This is an optimization exercise on Yosys and OpenROAD, whose aim is small area, a short achievable clock period and few clock cycles per item, not a production implementation.
Where RTL was checked, it was by simulation tests only, not by an equivalence proof against the original.
No activity file was given, so power comes from the tool's default toggle rates.

Setup of job 101:
==> module mxt_add, before the edit <==
module mxt_add #(
	parameter int N = 48
) (
	input  logic [N-1:0] x,
	input  logic [N-1:0] y,
	input  logic         ci,
	output logic [N-1:0] s
);
	localparam int LV = 6;   
	logic [N-1:0] p;
	logic [N-1:0] g_l [0:LV];
	logic [N-1:0] p_l [0:LV];
	assign p = x ^ y;
	always_comb begin
		g_l[0] = x & y;
		p_l[0] = p;
		g_l[0][0] = (x[0] & y[0]) | (p[0] & ci);
		for (int l = 0; l < LV; l++) begin
			g_l[l+1] = g_l[l];
			p_l[l+1] = p_l[l];
			for (int i = 0; i < N; i++) begin
				if ((i >> l) % 2 == 1) begin
					g_l[l+1][i] = g_l[l][i] | (p_l[l][i] & g_l[l][((i >> l) << l) - 1]);
					p_l[l+1][i] = p_l[l][i] & p_l[l][((i >> l) << l) - 1];
				end
			end
		end
	end
	assign s = p ^ {g_l[LV][N-2:0], ci};
endmodule
clock: 5.3 ns
lec_check: 0
cap_margin: 20
core_margin: 2
core_utilization: 40
cts_buf_list: sky130_fd_sc_hd__clkbuf_4 sky130_fd_sc_hd__clkbuf_8
cts_cluster_size: 30
setup_slack_margin: 2.0
slew_margin: 20
run.sh (not shown) runs the stock make flow with config.mk's settings and CLKGATE_MAP_FILE= SYNTH_SCRIPT=/design/flow/synth_recipe.tcl, a recipe that flattens the netlist after the stock synthesis.
Testbench counts of job 101, summed over its fixed seeds: cycles 45,710, chars 45,683.
[inputs] job 102 vs job 101
diff --git a/flow/design.v b/flow/design.v
--- a/flow/design.v
+++ b/flow/design.v
@@ -271,8 +271,8 @@
 	output logic [N-1:0] s
 );
-	localparam int LV = 6;   
+	localparam int LV = $clog2(N);
 	logic [N-1:0] p;
-	logic [N-1:0] g_l [0:LV];
-	logic [N-1:0] p_l [0:LV];
+	logic [N-1:0] g_l [0:2*LV];
+	logic [N-1:0] p_l [0:2*LV];
 	assign p = x ^ y;
 	always_comb begin
@@ -284,12 +284,22 @@
 			p_l[l+1] = p_l[l];
 			for (int i = 0; i < N; i++) begin
-				if ((i >> l) % 2 == 1) begin
-					g_l[l+1][i] = g_l[l][i] | (p_l[l][i] & g_l[l][((i >> l) << l) - 1]);
-					p_l[l+1][i] = p_l[l][i] & p_l[l][((i >> l) << l) - 1];
+				if (((i + 1) % (2 << l)) == 0) begin
+					g_l[l+1][i] = g_l[l][i] | (p_l[l][i] & g_l[l][i - (1 << l)]);
+					p_l[l+1][i] = p_l[l][i] & p_l[l][i - (1 << l)];
+				end
+			end
+		end
+		for (int l = LV - 1; l >= 0; l--) begin
+			g_l[2*LV-l] = g_l[2*LV-l-1];
+			p_l[2*LV-l] = p_l[2*LV-l-1];
+			for (int i = 0; i < N; i++) begin
+				if (((i + 1) % (2 << l)) == (1 << l) && i >= (2 << l)) begin
+					g_l[2*LV-l][i] = g_l[2*LV-l-1][i] | (p_l[2*LV-l-1][i] & g_l[2*LV-l-1][i - (1 << l)]);
+					p_l[2*LV-l][i] = p_l[2*LV-l-1][i] & p_l[2*LV-l-1][i - (1 << l)];
 				end
 			end
 		end
 	end
-	assign s = p ^ {g_l[LV][N-2:0], ci};
+	assign s = p ^ {g_l[2*LV][N-2:0], ci};
 endmodule
 `timescale 1ns / 1ps
--- outcome ---
Job 102 ends up with a maximum resistive drop on vdd that is 3.1% lower than in job 101.
Run comparison: job 101 last element of the critical path u_lexer.acc_q[30]; job 102 last element of the critical path u_lexer.acc_q[16]
Clock skew after layout: job 102 lower than job 101
Higher total number of vias goes to job 101 over job 102.
Comparing job 101 and job 102, the lower period utilization was measured on job 101.
Job 102 against job 101: clock power increased about 5.4%, critical path depth moved down, final net count shows no meaningful change, wire length of the first global-routing pass was more or less identical, wire length on met2 has decreased.
Looking at job 101 and job 102, the number of failing setup endpoints in the final timing report is a wash.
Min xor/xnor cell area share of the yosys netlist across job 101 and job 102: job 102
In job 102, final worst slack is lower than in job 101.
Function not checked in job 102: the RTL went through the layout flow alone.

========
== old ==
math_expression_tokenizer, a different RTL version from the one above (not shown whole).
Size in the first run: roughly 1000 cells after synthesis, roughly 120 flip-flops, roughly 77 I/O pins, ~9300 um^2 of cells after synthesis.
clock: 5.3 ns
lec_check: 0
cap_margin: 20
core_margin: 2
core_utilization: 40
setup_slack_margin: 1.5
slew_margin: 20
The inputs of new differ from those of old as listed below.
--- a/flow/design.v
+++ b/flow/design.v
@@ -115,23 +115,23 @@
 	logic add_c, over, start, take, num, is_kw, fall, err_n;
 	assign dig = code;
 	assign num = m_q[M_NUMI] || m_q[M_NUMF];
 	assign start = m_q[M_IDLE] || m_q[M_MARK];
 	assign is_kw = w_q[4] && w_q[3:0] >= 4'd1 && w_q[3:0] <= 4'd10;
 	assign v = w_q[1:0] + 2'd1;
 	assign go = valid && (is_dig ? !(start && num_held)
 		: ((num || m_q[M_WORD]) ? room0 : room1));
 	assign add_x = {acc_q[MANTISSA_BITS-4:0], dig[3] ? 3'b111 : dig[2:0]};
 	assign add_y = {acc_q[MANTISSA_BITS-2:0], dig[3]};
 	assign add_c = dig[3] & dig[0];
-	mxt_add #(.N(MANTISSA_BITS)) u_add (.x(add_x), .y(add_y), .ci(add_c), .s(wide));
+	assign wide = add_x + add_y + {{(MANTISSA_BITS-1){1'b0}}, add_c};
 	assign over = len_q == 4'd15 || (len_q == 4'd14
 		&& (cmp_q == CMP_GT || (cmp_q == CMP_EQ && dig > 4'd5)));
 	always_comb begin
 		case (len_q)
 			4'd0:  top_dig = 4'd2;
 			4'd1:  top_dig = 4'd8;
 			4'd2:  top_dig = 4'd1;
 			4'd3:  top_dig = 4'd4;
 			4'd4:  top_dig = 4'd7;
 			4'd5:  top_dig = 4'd4;
 			4'd6:  top_dig = 4'd9;
@@ -249,62 +249,22 @@
 			m_q <= 7'd1 << M_IDLE; depth_q <= '0; neg_q <= 1'b0; var_q <= 2'd0;
 			mixed_q <= 1'b0;
 		end else if (go) begin
 			m_q <= m_n; depth_q <= depth_n; neg_q <= neg_n; var_q <= var_n;
 			mixed_q <= mixed_n;
 		end
 	end
 	always_ff @(posedge clk) begin
 		if (go) w_q <= w_n;
 	end
 endmodule
-module mxt_add #(
-	parameter int N = 48
-) (
-	input  logic [N-1:0] x,
-	input  logic [N-1:0] y,
-	input  logic         ci,
-	output logic [N-1:0] s
-);
-	localparam int LV = $clog2(N);
-	logic [N-1:0] p;
-	logic [N-1:0] g_l [0:2*LV];
-	logic [N-1:0] p_l [0:2*LV];
-	assign p = x ^ y;
-	always_comb begin
-		g_l[0] = x & y;
-		p_l[0] = p;
-		g_l[0][0] = (x[0] & y[0]) | (p[0] & ci);
-		for (int l = 0; l < LV; l++) begin
-			g_l[l+1] = g_l[l];
-			p_l[l+1] = p_l[l];
-			for (int i = 0; i < N; i++) begin
-				if (((i + 1) % (2 << l)) == 0) begin
-					g_l[l+1][i] = g_l[l][i] | (p_l[l][i] & g_l[l][i - (1 << l)]);
-					p_l[l+1][i] = p_l[l][i] & p_l[l][i - (1 << l)];
-				end
-			end
-		end
-		for (int l = LV - 1; l >= 0; l--) begin
-			g_l[2*LV-l] = g_l[2*LV-l-1];
-			p_l[2*LV-l] = p_l[2*LV-l-1];
-			for (int i = 0; i < N; i++) begin
-				if (((i + 1) % (2 << l)) == (1 << l) && i >= (2 << l)) begin
-					g_l[2*LV-l][i] = g_l[2*LV-l-1][i] | (p_l[2*LV-l-1][i] & g_l[2*LV-l-1][i - (1 << l)]);
-					p_l[2*LV-l][i] = p_l[2*LV-l-1][i] & p_l[2*LV-l-1][i - (1 << l)];
-				end
-			end
-		end
-	end
-	assign s = p ^ {g_l[2*LV][N-2:0], ci};
-endmodule
 `timescale 1ns / 1ps
 module mxt_token_queue (
 	input  logic       clk,
 	input  logic       arst_n,
 	input  logic       go,
 	input  logic       push_a,
 	input  logic [4:0] kind_a,
 	input  logic       push_b,
 	input  logic [4:0] kind_b,
 	input  logic [1:0] status_b,
 	output logic       hp0,
Results
- new went all the way through synthesis, placement and routing and the layout is clean on timing, DRC and antenna.
- In new, post-route standard cell area excluding fillers is higher than in old.
- Between old and new, the final critical path time including I/O delays and setup is lower for old.
- Comparing old and new, switching component of the power is lower on new.
- new -> old: final antenna-violating net count flat
- In the reports for old and new, the smaller count of clock-net buffers in the final layout belongs to old.
- NOTE static leakage old->new increased by a few percent
Testbench counts of new, summed over its fixed seeds: cycles 45,710, chars 45,683.
Only the layout flow was run in old; the RTL was not checked for function there.

========
== the previous run ==
math_expression_tokenizer, a different RTL version from the one above (not shown whole).
Size in the first run: roughly 960 cells after synthesis, ~77 I/O pins.
==> module math_expression_tokenizer, before the edit <==
module math_expression_tokenizer #(
	parameter int MANTISSA_BITS = 48,
	parameter int DEPTH_BITS = 8
) (
	input  logic clk,
	input  logic arst_n,
	input  logic chars_valid,
	output logic chars_ready,
	input  logic [7:0] chars_character,
	output logic tokens_valid,
	input  logic tokens_ready,
	output logic [4:0] tokens_token_kind,
	output logic [47:0] tokens_number_mantissa,
	output logic [3:0] tokens_fraction_digits,
	output logic [1:0] tokens_status,
	output logic tokens_last,
	input  logic cfg_valid,
	output logic cfg_ready,
	input  logic cfg_comma_decimal_mark
);
	localparam int C_DIG  = 0;
	localparam int C_ALP  = 1;
	localparam int C_SP   = 2;
	localparam int C_ZERO = 3;
	localparam int C_MARK = 4;
	localparam int C_OP   = 5;
	logic        mark_q;
	logic        r0_v;
	logic [5:0]  r0_cls, in_cls;
	logic [4:0]  r0_code, in_code;
	logic        accept, go;
	logic        q_hp0, q_hp1, num_held;
	logic        push_a, push_b, num_a;
	logic [4:0]  kind_a, kind_b;
	logic [1:0]  status_b;
	logic        q0_num;
	logic [47:0] acc;
	logic [3:0]  frac;
	logic [7:0]  ch;
	assign cfg_ready = 1'b1;
	assign chars_ready = !r0_v || go;
	assign accept = chars_valid && chars_ready;
	assign ch = chars_character;
	always_comb begin
		in_cls = '0;
		in_code = {1'b0, ch[3], ch[2] | ch[3], ch[1] | ch[3], ch[0]};
		in_cls[C_DIG] = ch >= "0" && ch <= "9";
		in_cls[C_ALP] = (ch >= "a" && ch <= "z") || (ch >= "A" && ch <= "Z");
		in_cls[C_SP] = ch == " " || (ch >= 8'd9 && ch <= 8'd13);
		in_cls[C_ZERO] = ch == 8'd0;
		in_cls[C_MARK] = mark_q ? (ch == ",") : (ch == ".");
		if (in_cls[C_ALP]) in_code = ch[5] ? ch[4:0] : 5'd0;
		case (ch)
			"+": begin in_cls[C_OP] = 1'b1; in_code = 5'd0; end
			"-": begin in_cls[C_OP] = 1'b1; in_code = 5'd1; end
			"*": begin in_cls[C_OP] = 1'b1; in_code = 5'd2; end
			"/": begin in_cls[C_OP] = 1'b1; in_code = 5'd3; end
			"^": begin in_cls[C_OP] = 1'b1; in_code = 5'd4; end
			"(": begin in_cls[C_OP] = 1'b1; in_code = 5'd5; end
			")": begin in_cls[C_OP] = 1'b1; in_code = 5'd6; end
			default: ;
		endcase
	end
	always_ff @(posedge clk or negedge arst_n) begin
		if (!arst_n) mark_q <= 1'b0;
		else if (cfg_valid) mark_q <= cfg_comma_decimal_mark;
	end
	always_ff @(posedge clk or negedge arst_n) begin
		if (!arst_n) r0_v <= 1'b0;
		else if (chars_ready) r0_v <= chars_valid;
	end
	always_ff @(posedge clk) begin
		if (chars_ready) begin
			r0_cls <= in_cls;
			r0_code <= in_code;
		end
	end
	mxt_lexer #(
		.MANTISSA_BITS(MANTISSA_BITS),
		.DEPTH_BITS(DEPTH_BITS)
	) u_lexer (
		.clk(clk),
		.arst_n(arst_n),
		.valid(r0_v),
		.is_dig(r0_cls[C_DIG]),
		.is_alp(r0_cls[C_ALP]),
		.is_sp(r0_cls[C_SP]),
		.is_zero(r0_cls[C_ZERO]),
		.is_mark(r0_cls[C_MARK]),
		.is_op(r0_cls[C_OP]),
		.code(r0_code),
		.room0(q_hp0),
		.room1(q_hp1),
		.num_held(num_held),
		.go(go),
		.push_a(push_a),
		.num_a(num_a),
		.kind_a(kind_a),
		.push_b(push_b),
		.kind_b(kind_b),
		.status_b(status_b),
		.acc(acc),
		.frac(frac)
	);
	mxt_token_queue u_queue (
		.clk(clk),
		.arst_n(arst_n),
		.go(go),
		.push_a(push_a),
		.num_a(num_a),
		.kind_a(kind_a),
		.push_b(push_b),
		.kind_b(kind_b),
		.status_b(status_b),
		.hp0(q_hp0),
		.hp1(q_hp1),
		.num_held(num_held),
		.q0_num(q0_num),
		.tokens_valid(tokens_valid),
		.tokens_ready(tokens_ready),
		.tokens_token_kind(tokens_token_kind),
		.tokens_status(tokens_status)
	);
	assign tokens_last = tokens_token_kind[4] & tokens_token_kind[1];
	assign tokens_number_mantissa = q0_num ? acc : 48'd0;
	assign tokens_fraction_digits = q0_num ? frac : 4'd0;
endmodule
export LEC_CHECK = 0
export CAP_MARGIN = 20
export CORE_MARGIN = 2
export CORE_UTILIZATION = 40
export CTS_BUF_LIST = sky130_fd_sc_hd__clkbuf_4 sky130_fd_sc_hd__clkbuf_8
export CTS_CLUSTER_SIZE = 30
export SETUP_SLACK_MARGIN = 2.0
export SLEW_MARGIN = 20
create_clock -name core_clock -period 5.3 [get_ports {clk}]
standard.sh (not shown) runs the stock make flow with config.mk's settings and CLKGATE_MAP_FILE= SYNTH_SCRIPT=/design/flow/synth_recipe.tcl, a recipe that flattens the netlist after the stock synthesis.
==> flow/flow/run.sh <==
#!/bin/bash
# the standard layout, with the port buffers made from buf_2 cells instead
# of the delay buffers buffer_ports picks by default; every port still gets
# its own buffer. make's output goes to standard.log, each ORFS step's to
# its own log under orfs/logs.
set -euo pipefail
export BUFFER_PORTS_ARGS="-buffer_cell sky130_fd_sc_hd__buf_2"
bash standard.sh > standard.log 2>&1
## Diff of input files: the current run against the previous run
-- flow/design.v --
<<< the previous run, line 397
	localparam int C_OP   = 5;
	logic        mark_q;
	logic        r0_v;
	logic [5:0]  r0_cls, in_cls;
	logic [4:0]  r0_code, in_code;
	logic        accept, go;
	logic        q_hp0, q_hp1, num_held;
>>> the current run, line 397
	localparam int C_OP   = 5;
	logic        mark_q;
	logic        r0_v, r1_v, r1_free;
	logic [5:0]  r0_cls, r1_cls, in_cls;
	logic [4:0]  r0_code, r1_code, in_code;
	logic        accept, go;
	logic        q_hp0, q_hp1, num_held;
<<< the previous run, line 410
	logic [7:0]  ch;
	assign cfg_ready = 1'b1;
	assign chars_ready = !r0_v || go;
	assign accept = chars_valid && chars_ready;
	assign ch = chars_character;
	always_comb begin
>>> the current run, line 410
	logic [7:0]  ch;
	assign cfg_ready = 1'b1;
	assign r1_v = !r1_free;
	assign chars_ready = r1_free;
	assign accept = chars_valid && r1_free;
	assign ch = chars_character;
	always_comb begin
<<< the previous run, line 438
	end
	always_ff @(posedge clk or negedge arst_n) begin
		if (!arst_n) r0_v <= 1'b0;
		else if (chars_ready) r0_v <= chars_valid;
	end
	always_ff @(posedge clk) begin
		if (chars_ready) begin
			r0_cls <= in_cls;
			r0_code <= in_code;
		end
	end
>>> the current run, line 439
	end
	always_ff @(posedge clk or negedge arst_n) begin
		if (!arst_n) begin
			r0_v <= 1'b0;
			r1_free <= 1'b1;
		end else if (go) begin
			r0_v <= r1_v || accept;
			r1_free <= 1'b1;
		end else if (accept) begin
			if (r0_v) r1_free <= 1'b0;
			else r0_v <= 1'b1;
		end
	end
	always_ff @(posedge clk) begin
		if (go || !r0_v) begin
			r0_cls <= r1_v ? r1_cls : in_cls;
			r0_code <= r1_v ? r1_code : in_code;
		end
		if (!r1_v) begin
			r1_cls <= in_cls;
			r1_code <= in_code;
		end
	end
--- outcome ---
| area share of xor/xnor cells in the synthesized design | lower: the current run |
In the current run, the met1 layer wirelength in the final routing came out about 2% above the value in the previous run.
Critical path launch point = r0_code[1]: the previous run; critical path launch point = u_lexer.w_q[0]: the current run
The current run reports a lower hold slack than the previous run does.
The netlist area before placement of the current run was inferior to that of the previous run.
Cell count went up by a few percent going from the previous run to the current run.
Fraction of met1 tracks used by global routing is higher on the previous run
Compared the previous run against the current run; max-slew violation count within noise.
Compare the current run and the previous run | non-clock buffer count in the final layout lower: the previous run
Compared with the previous run, in the current run number of cells produced by synthesis rose 3.8%, multi-input logic portion of the cell area went down by 2.7 points, clock network fraction of total power up 23 points.
Testbench counts of the current run, summed over its fixed seeds: cycles 45,710, chars 45,683.
Only the layout flow was run in the previous run; the RTL was not checked for function there.

static timing again, ports no longer ideal:
The results above use ideal ports. As a check the final layouts listed here were re-extracted and re-timed, cells and wires unchanged. Step 1, drivers: a clkbuf_16 drives clk and a buf_2 each remaining input, both assumed. Step 2 adds t to the input delays and takes it off the output delays; t is the mean of the earliest and latest rising clock arrival at the registers after step 1. Input paths then give back, and output paths get back, about the clock's delay inside the block. a / b / c = ideal / step 1 / step 2; a / b = the first two.
run	t, ns	setup slack, ns	clock arrival spread, ns	pins driven straight from the clock port
job 101	0.496	2.033 / 2.033 / 1.670	0.016 / 0.017	1
job 102	0.497	1.810 / 1.810 / 1.635	0.014 / 0.015	1
old	0.475	1.634 / 1.586 / 1.489	0.017 / 0.017	1
new	0.470	1.576 / 1.576 / 1.502	0.011 / 0.011	1
the previous run	0.482	1.994 / 1.994 / 1.791	0.015 / 0.015	1
the current run	0.488	2.055 / 2.055 / 1.760	0.022 / 0.022	1
After both steps every run listed still meets setup and hold. The setup slack of job 101, which loses most, moves by 0.000 ns with the drivers and by -0.363 ns with both steps.
